What follows belongs to an exercise in optimizing a design on an open flow for small area; a production flow would make more cautious choices. The RTL was checked by simulation tests, not by an equivalence proof against the original design. The clock port is modelled as an ideal driver, which makes a skipped or thinned clock tree look cheaper than it is; a real chip needs a root buffer or a tree. Power and IR drop assume default switching activity.

## flow/design.v (module list and top-level ports; edited modules follow where they fit)
// module u8cw_decode: 47 lines
// module u8cw_width: 813 lines
// module utf8_codepoint_cell_width_core: 38 lines
module utf8_codepoint_cell_width_core (
   input  logic               clock,
   input  logic               reset,
   input  logic               req_valid,
   output logic               req_ready,
   input  logic [7:0]         req_in_byte,
   output logic               rsp_valid,
   input  logic               rsp_ready,
   output logic [20:0]        rsp_code_point,
   output logic [2:0]         rsp_byte_count,
   output logic [1:0]         rsp_cell_width
);
  // ...
==> flow/flow/run.sh <==
#!/bin/bash
# Own layout flow: the standard synthesis, then an area-only re-map of its
# combinational logic (registers untouched), then the standard layout steps
# with small port buffers and a one-buffer clock tree.
# Each tool writes its full output to a log file of its own in this folder.
set -euo pipefail
W=$(pwd)
F=$W/flow
R=$W/orfs/results/$FLOW_PLATFORM/utf8_codepoint_cell_width_core/base

# 1. standard synthesis, unchanged
bash standard.sh synth > $W/log_1_standard_synth.txt 2>&1
cp $R/1_2_yosys.v $W/std_1_2_yosys.v

# 2. re-map the combinational logic for area (registers kept as they are):
#    try a few ABC mapping scripts and keep the smallest netlist
export REMAP_LIB=$FLOW_HOME/platforms/$FLOW_PLATFORM/lib/sky130_fd_sc_hd__tt_025C_1v80.lib
export REMAP_IN=$W/std_1_2_yosys.v
export REMAP_MID=$W/remap_mid.v
export REMAP_DONT_USE=$(sed -n '/^export DONT_USE_CELLS/,/^[^ ]*$/p' \
   $FLOW_HOME/platforms/$FLOW_PLATFORM/config.mk | grep -o 'sky130_fd_sc_hd__[a-z0-9_]*' | tr '\n' ' ')
yosys -c $F/remap1.tcl > $W/log_2_remap1.txt 2>&1
best=""; best_area=""
for s in $F/map_*.abc; do
   n=$(basename $s .abc)
   export REMAP_SCRIPT=$s REMAP_OUT=$W/remap_$n.v REMAP_STAT=$W/remap_$n.stat.txt
   if yosys -c $F/remap2.tcl > $W/log_3_remap2_$n.txt 2>&1; then
      a=$(grep 'Chip area' $REMAP_STAT | awk '{print $NF}')
      echo "$n $a" >> $W/remap_areas.txt
      if [[ -z "$best" ]] || awk "BEGIN{exit !($a < $best_area)}"; then best=$n; best_area=$a; fi
   fi
done
echo "chosen $best $best_area" >> $W/remap_areas.txt
cp $W/remap_$best.v $R/1_2_yosys.v

# 3. the standard layout from the re-mapped netlist; ports get the smallest
#    buffer, the clock tree uses no dummy loads, and after CTS the tree is
#    collapsed to one strong root buffer (post_cts.tcl)
export BUFFER_PORTS_ARGS="-buffer_cell sky130_fd_sc_hd__buf_1"
export CTS_ARGS="-sink_clustering_enable -repair_clock_nets -dont_use_dummy_load -root_buf sky130_fd_sc_hd__clkbuf_8 -buf_list sky130_fd_sc_hd__clkbuf_8"
export POST_CTS_TCL=$F/post_cts.tcl
bash standard.sh finish > $W/log_4_standard_layout.txt 2>&1
test -f $W/out/final.def
==> flow/flow/map_a.abc <==
strash
dch
map -a
topo
==> flow/flow/map_b.abc <==
strash
&get -n
&dch
&nf -p -R 1000
&put
topo
==> flow/flow/map_c.abc <==
strash
&get -n
&nf -p -R 1000
&put
topo
==> flow/flow/map_d.abc <==
strash
amap
topo
==> flow/flow/map_e.abc <==
strash
dch
map -a
strash
dch
map -a
topo
==> flow/flow/map_f.abc <==
strash
dch
map -a
strash
dch
map -a
strash
dch
map -a
topo
==> flow/flow/map_g.abc <==
strash
dch
map -a
strash
dch
map -a
strash
dch
map -a
strash
dch
map -a
topo
==> flow/flow/map_h.abc <==
strash
dch
map -a
strash
&get -n
&dch
&nf -p -R 1000
&put
topo
==> flow/flow/map_i.abc <==
strash
dch
map -a
strash
dch
map -a
strash
&get -n
&dch
&nf -p -R 1000
&put
topo
==> flow/flow/map_j.abc <==
strash
&get -n
&dch
&nf -p -R 1000
&put
strash
dch
map -a
topo
==> flow/flow/map_k.abc <==
strash
dch -f
map -a
strash
dch -f
map -a
topo
==> flow/flow/map_l.abc <==
strash
&get -n
&dc2
&dch
&nf -p -R 1000
&put
topo
==> flow/flow/map_m.abc <==
strash
dch
map -a
strash
dch
map -a
strash
dch
map -a
strash
dch
map -a
strash
dch
map -a
topo
==> flow/flow/map_n.abc <==
strash
balance
dch
map -a
strash
dch
map -a
topo
==> flow/flow/map_o.abc <==
strash
dch
amap
strash
dch
map -a
topo
==> flow/flow/map_p.abc <==
strash
rewrite
dch
map -a
strash
dch
map -a
topo
==> flow/flow/post_cts.tcl <==
# Collapse the clock tree to its root buffer: the design has only a couple
# dozen registers, which one strong clock buffer drives within the slew limit.
# Every leaf clock buffer that the root drives is removed and its sinks are
# moved onto the root buffer's output net.
set block [ord::get_db_block]
set clk_net [$block findNet clock]
set root ""
foreach it [$clk_net getITerms] {
   if {[$it isInputSignal] && [string match "sky130_fd_sc_hd__clkbuf_*" [[[$it getInst] getMaster] getName]]} {
      set root [$it getInst]
   }
}
if {$root ne ""} {
   set root_net [[$root findITerm X] getNet]
   set leaves {}
   foreach it [$root_net getITerms] {
      set inst [$it getInst]
      if {$inst ne $root && [$it isInputSignal] && [string match "sky130_fd_sc_hd__clkbuf_*" [[$inst getMaster] getName]]} {
         lappend leaves $inst
      }
   }
   foreach leaf $leaves {
      set out_net [[$leaf findITerm X] getNet]
      foreach it [$out_net getITerms] {
         if {[$it isInputSignal]} {
            $it disconnect
            $it connect $root_net
         }
      }
      puts "post_cts: removed leaf clock buffer [$leaf getName]"
      odb::dbInst_destroy $leaf
      odb::dbNet_destroy $out_net
   }
   # one buffer now drives every register: give it the strength for that
   set strong [[ord::get_db] findMaster sky130_fd_sc_hd__clkbuf_16]
   $root swapMaster $strong
   puts "post_cts: root clock buffer [$root getName] is now [$strong getName]"
   detailed_placement
   estimate_parasitics -placement
   report_check_types -max_slew -max_capacitance -violators
}
==> flow/flow/remap1.tcl <==
# Stage 1 of the re-map: read the standard synthesis netlist with every
# sequential cell as a black box and every other cell as its logic function,
# flatten that logic into generic gates and write it out. The registers
# (instances, names and cell types) are left exactly as they are.
yosys -import
read_liberty -ignore_miss_func $::env(REMAP_LIB)
read_verilog $::env(REMAP_IN)
hierarchy -top $::env(FLOW_TOP)
blackbox {sky130_fd_sc_hd__*df*}
flatten
yosys rename -hide w:*.*
opt_clean -purge
write_verilog -noattr $::env(REMAP_MID)
==> flow/flow/remap2.tcl <==
# Stage 2 of the re-map: map the generic logic to cells with an area-only ABC
# script, then finish the netlist as the standard synthesis does (tie cells,
# buffers on pass-through wires, flat names).
yosys -import
read_liberty -lib $::env(REMAP_LIB)
read_verilog $::env(REMAP_MID)
hierarchy -top $::env(FLOW_TOP)
yosys rename -hide w:_*_
techmap
opt_clean -purge
set dont {}
foreach c $::env(REMAP_DONT_USE) { lappend dont -dont_use $c }
abc -liberty $::env(REMAP_LIB) {*}$dont -script $::env(REMAP_SCRIPT)
opt_clean -purge
splitnets
opt_clean -purge
hilomap -singleton -hicell sky130_fd_sc_hd__conb_1 HI -locell sky130_fd_sc_hd__conb_1 LO
insbuf -buf sky130_fd_sc_hd__buf_4 A X
opt_clean -purge
tee -o $::env(REMAP_STAT) stat -liberty $::env(REMAP_LIB)
check -assert -mapped
write_verilog -noattr -nohex -nodec $::env(REMAP_OUT)
==> flow/standard.sh <==
#!/bin/bash
# synth_recipe.tcl (not shown) runs the flow's synth.tcl, then flattens the netlist and writes it again
# the make line also repeats each setting of config.mk as NAME=value (left out here)
make -C /OpenROAD-flow-scripts/flow DESIGN_CONFIG=/design/flow/config.mk WORK_HOME=/design/flow/orfs CLKGATE_MAP_FILE= SYNTH_SCRIPT=/design/flow/synth_recipe.tcl "${@:-finish}"
==> flow/config.mk <==
export PLATFORM = sky130hd
export DESIGN_NAME = utf8_codepoint_cell_width_core
export DESIGN_NICKNAME = utf8_codepoint_cell_width_core
export VERILOG_FILES = /design/flow/design.v
export SDC_FILE = /design/flow/constraint.sdc
export NUM_CORES = 4
export LEC_CHECK = 0
export ABC_AREA = 1
export CAP_MARGIN = 10
export CORE_MARGIN = 2
export CORE_UTILIZATION = 25
export GPL_TIMING_DRIVEN = 0
export PLACE_DENSITY = 0.4
export SLEW_MARGIN = 10
==> flow/constraint.sdc <==
create_clock -name core_clock -period 10.0 [get_ports {clock}]
set_input_delay 2.0000 -clock core_clock [delete_from_list [all_inputs] [get_ports {clock}]]
set_output_delay 2.0000 -clock core_clock [all_outputs]
set_load 0.01 [all_outputs]
==> qor.txt, run 1 <==
Status - complete, no violations
ANT cells - 0
Inverters - 14
Combinational Power Share - 51.3%
Multi-input gate count - 449
Final Core Density - 28.7%
Worst slack, placed - 3140 ps
CP peak stage delay - 880 ps
Gpl congestion - 1.01
Critical Path Source - u_decode.part_ff[4]$_DFF_P_
Leading cell types in the layout, fill and taps excluded - 77 x nor2_1, 69 x nand2_1, 53 x o21ai_0, 53 x a21oi_1, 39 x buf_1
Global-route wire length before repair - 25800 um
Total track usage - 26.3%
Worst R2R End - u_decode.part_ff[4]$_DFF_P_
Met2 WL - 6860 um
Drt drc - 0
Syn_area_per_cell - 6.24 um^2
Worst slew margin - 19.5%
Post-Syn Area - 0.00305 mm^2
Worst r2r src - u_decode.part_ff[4]$_DFF_P_
Area Growth Syn to Fin - 12.3%
Dpl cell area - 0.00340 mm^2
Worst setup EP type - primary output
Data arrival, critical path - 5130 ps
Clock Sinks - 26
Largest class - multi-input combinational cells
FFs & Latches - 26
Max-capacitance violation count - 0
Placed cell count - 676
==> run 2: changes to the inputs <==
--- a/flow/config.mk
+++ b/flow/config.mk
@@ -10,5 +10,5 @@
 export CORE_MARGIN = 2
-export CORE_UTILIZATION = 25
+export CORE_UTILIZATION = 30
 export GPL_TIMING_DRIVEN = 0
-export PLACE_DENSITY = 0.4
+export PLACE_DENSITY = 0.45
 export SLEW_MARGIN = 10
==> run 2 against run 1 <==
Still clean on timing, DRC and antenna. Clock power is 4% higher. Worst setup slack got worse by 81 ps. Worst hold slack got worse by 5.2 ps. Die area fell by 16%. Non-clock buffer count stayed put. Critical endpoint unchanged.
==> qor.txt, run 2 <==
RSZ-0062 raised after global routing - no (unchanged)
Mapped Cells - 489 (unchanged)
CP Cell Sequence - or2_0, and2_0, nor2_1, nor3_1, a22oi_1, a41oi_1, nor4_1, a211oi_1, a31oi_1, o41ai_1, a311oi_1, o21a_1, clkinv_1, buf_1 (was clkinv_1, nand2_1, o21ai_0, nor4_1, a21oi_1, o41ai_1, a31oi_1, a2111oi_0, a21oi_1, a311oi_1, o41ai_1, a311oi_1, o21a_1, clkinv_1, buf_1)
Final hold violations - 0 (unchanged)
Core area - 0.00982 mm^2 (was 0.0120 mm^2)
Critical path launch point type - register (unchanged)
Area Growth Syn to Fin - 12.2% (was 12.3%)
Max-capacitance violation count - 0 (unchanged)
Worst slew margin - 17.8% (was 19.5%)
Clock Sinks - 26 (unchanged)
Data arrival, critical path - 5210 ps (was 5130 ps)
Clk slew on worst S/H paths - 100 ps (about the same)
Post-Syn Area - 0.00305 mm^2 (unchanged)
WHS - 511 ps (was 516 ps)
Setup_tns - 0 ps (unchanged)
Hold Crit Class - reg -> reg (unchanged)
Vias - 4747 (was 4682)
DIE WIDTH - 105 um (was 114 um)
Critical path's slowest cell - edfxtp_1 (was dfxtp_2)
Global-route wire length before repair - 24600 um (was 25800 um)
Drt drc - 0 (unchanged)
Die span in y - 105 um (was 114 um)
Starting Density - 31.1% (was 25.5%)
Syn_area_per_cell - 6.24 um^2 (unchanged)
I/O Pins - 40 (unchanged)
Synthesis Warnings - 2 (unchanged)
Syn_nets - 501 (unchanged)
Fmax achieved - 139 MHz (was 140 MHz)
Slew Limit Fails - 0 (unchanged)
Worst r2r src - u_decode.part_ff[10]$_DFF_P_ (was u_decode.part_ff[4]$_DFF_P_)
Cell area power density - 123 mW/mm^2 (was 124 mW/mm^2)
Leading cell types in the layout, fill and taps excluded - 77 x nor2_1, 69 x nand2_1, 53 x o21ai_0, 53 x a21oi_1, 39 x buf_1 (unchanged)
Rows - 36 (was 40)
Post-route ant nets - 0 (unchanged)
Hold wc startpoint - u_decode.left_ff[1]$_DFF_P_ (unchanged)
Detailed placement HPWL - 10700 um (was 11600 um)
Total track usage - 28.6% (was 26.3%)
Largest net degree at the start of global routing - 43 (unchanged)
Worst Clk Skew - 2.91 ps (was 5.11 ps)
Worst-Skew Late Latency - 160 ps (about the same)
DR WL/cell - 23.8 um (was 25.1 um)
GRT overflow - 0 (unchanged)
Most common cell after layout, fill and taps aside - nor2_1 (unchanged)
Gpl congestion - 1.06 (was 1.01)
Placed cell count - 662 (was 676)
Final min period - 7210 ps (was 7130 ps)
Final setup viols - 0 (unchanged)
Drt first pass iters - 7 (was 6)
Full die area - 0.0110 mm^2 (was 0.0131 mm^2)
Layout cells sized above 1 - 1.32% (unchanged)
Final Cell Area - 0.00342 mm^2 (was 0.00343 mm^2)
CP peak stage delay - 1180 ps (was 880 ps)
Worst slack, placed - 3210 ps (was 3140 ps)
Worst setup EP type - primary output (unchanged)
CP Class - reg -> out (unchanged)
Maximum vdd drop - 0.0944 mV (was 0.0705 mV)
DR vias/cell - 7.16 (was 6.92)
CP required - 8000 ps (about the same)
Final Cycle Share - 72.1% (was 71.3%)
Slew @ Worst Pin - 1230 ps (was 1210 ps)
Dpl cell area - 0.00339 mm^2 (was 0.00340 mm^2)
Final WL - 15800 um (was 17000 um)
Status - complete, no violations (unchanged)
Nets - 544 (unchanged)
Port bufs - 39 (unchanged)
Post-route insts no fill - 663 (was 677)
DRT iter0 DRCs - 1153 (was 747)
Leakage - 0.994 nW (was 0.988 nW)
ANT cells - 0 (unchanged)
Crit Path Max Fanout - 30 (was 38)
Vias in the first global route - 4293 (was 4239)
Antenna violations before repair - 0 (unchanged)
Slack of the critical path - 2790 ps (was 2870 ps)
==> run 2: area by class of cell <==
class                           count  area (um^2)
Clock buffer                        1         25.0
Fill cell                        1158         6400
Inverter                           14         52.6
Multi-Input combinational cell    449         2430
Sequential cell                    26          577
Tap cell                          133          166
Timing Repair Buffer               40          174
==> run 2: layer usage <==
metal  up-vias  track usage [%]  wire length [um]
met5         -                0                 0
met4         0             12.5              1110
met3       127             6.11              2100
met2       483             42.4              6510
met1      2134             39.6              6090
li1       2003                -                 -
==> run 2: stage by stage <==
| stage | util (%) | power, mW |
|---|---|---|
| after floorplan | - | 0.278 |
| after global placement | 34.3 | 0.368 |
| after detailed placement | 34.6 | 0.360 |
| after global routing | 34.9 | 0.440 |
| final | 34.9 | 0.422 |
==> run 2: critical path, delay by kind of cell, from the launching register on <==
kind / cells / cell delay [ps]
AO/OA/AOI/OAI: 7 / 1880
AND/OR/NAND/NOR: 5 / 1790
buffers and inverters: 2 / 190
flip-flops: 1 / 1180
==> run 2: worst paths after layout <==
path / end / slack (ps) / cells after the start
max: rsp_cell_width[0] / 2790 / 14
min: u_decode.left_ff[1]$_DFF_P_ / 510 / 2
max reg2reg: u_decode.part_ff[10]$_DFF_P_ / 7890 / 2
min reg2reg: u_decode.left_ff[1]$_DFF_P_ / 510 / 2
==> run 2: power breakdown <==
group / switching [mW] / internal (mW)
Combinational: 0.147 / 0.0674
Clock: 0.0275 / 0.0185
Sequential: 0.0479 / 0.114

## what the ideal ports hide
Ports are ideal in the flow. The routed layouts listed here were re-timed in OpenROAD.
Step 1 assumes that a clkbuf_16 drives the clock port and a buf_2 every other input.
Step 2 times the ports against the registers' clock, not the clock port: input delays grow and output delays shrink by t, the midpoint of the rising clock arrivals with the driver on.
a / b / c = no drivers / after step 1 / after step 2; a / b = the first two.
run | t, ns | slack for setup (ns) | hold slack, ns | worst slew at a driven data input, ns | cell pins on the clock port's net
run 1 | 0.189 | 2.870 / 2.839 / 3.028 | 0.516 / 0.516 / 0.516 | 0.03 | 1
run 2 | 0.191 | 2.789 / 2.759 / 2.950 | 0.511 / 0.511 / 0.511 | 0.03 | 1
After both steps setup and hold are still met in every run listed.
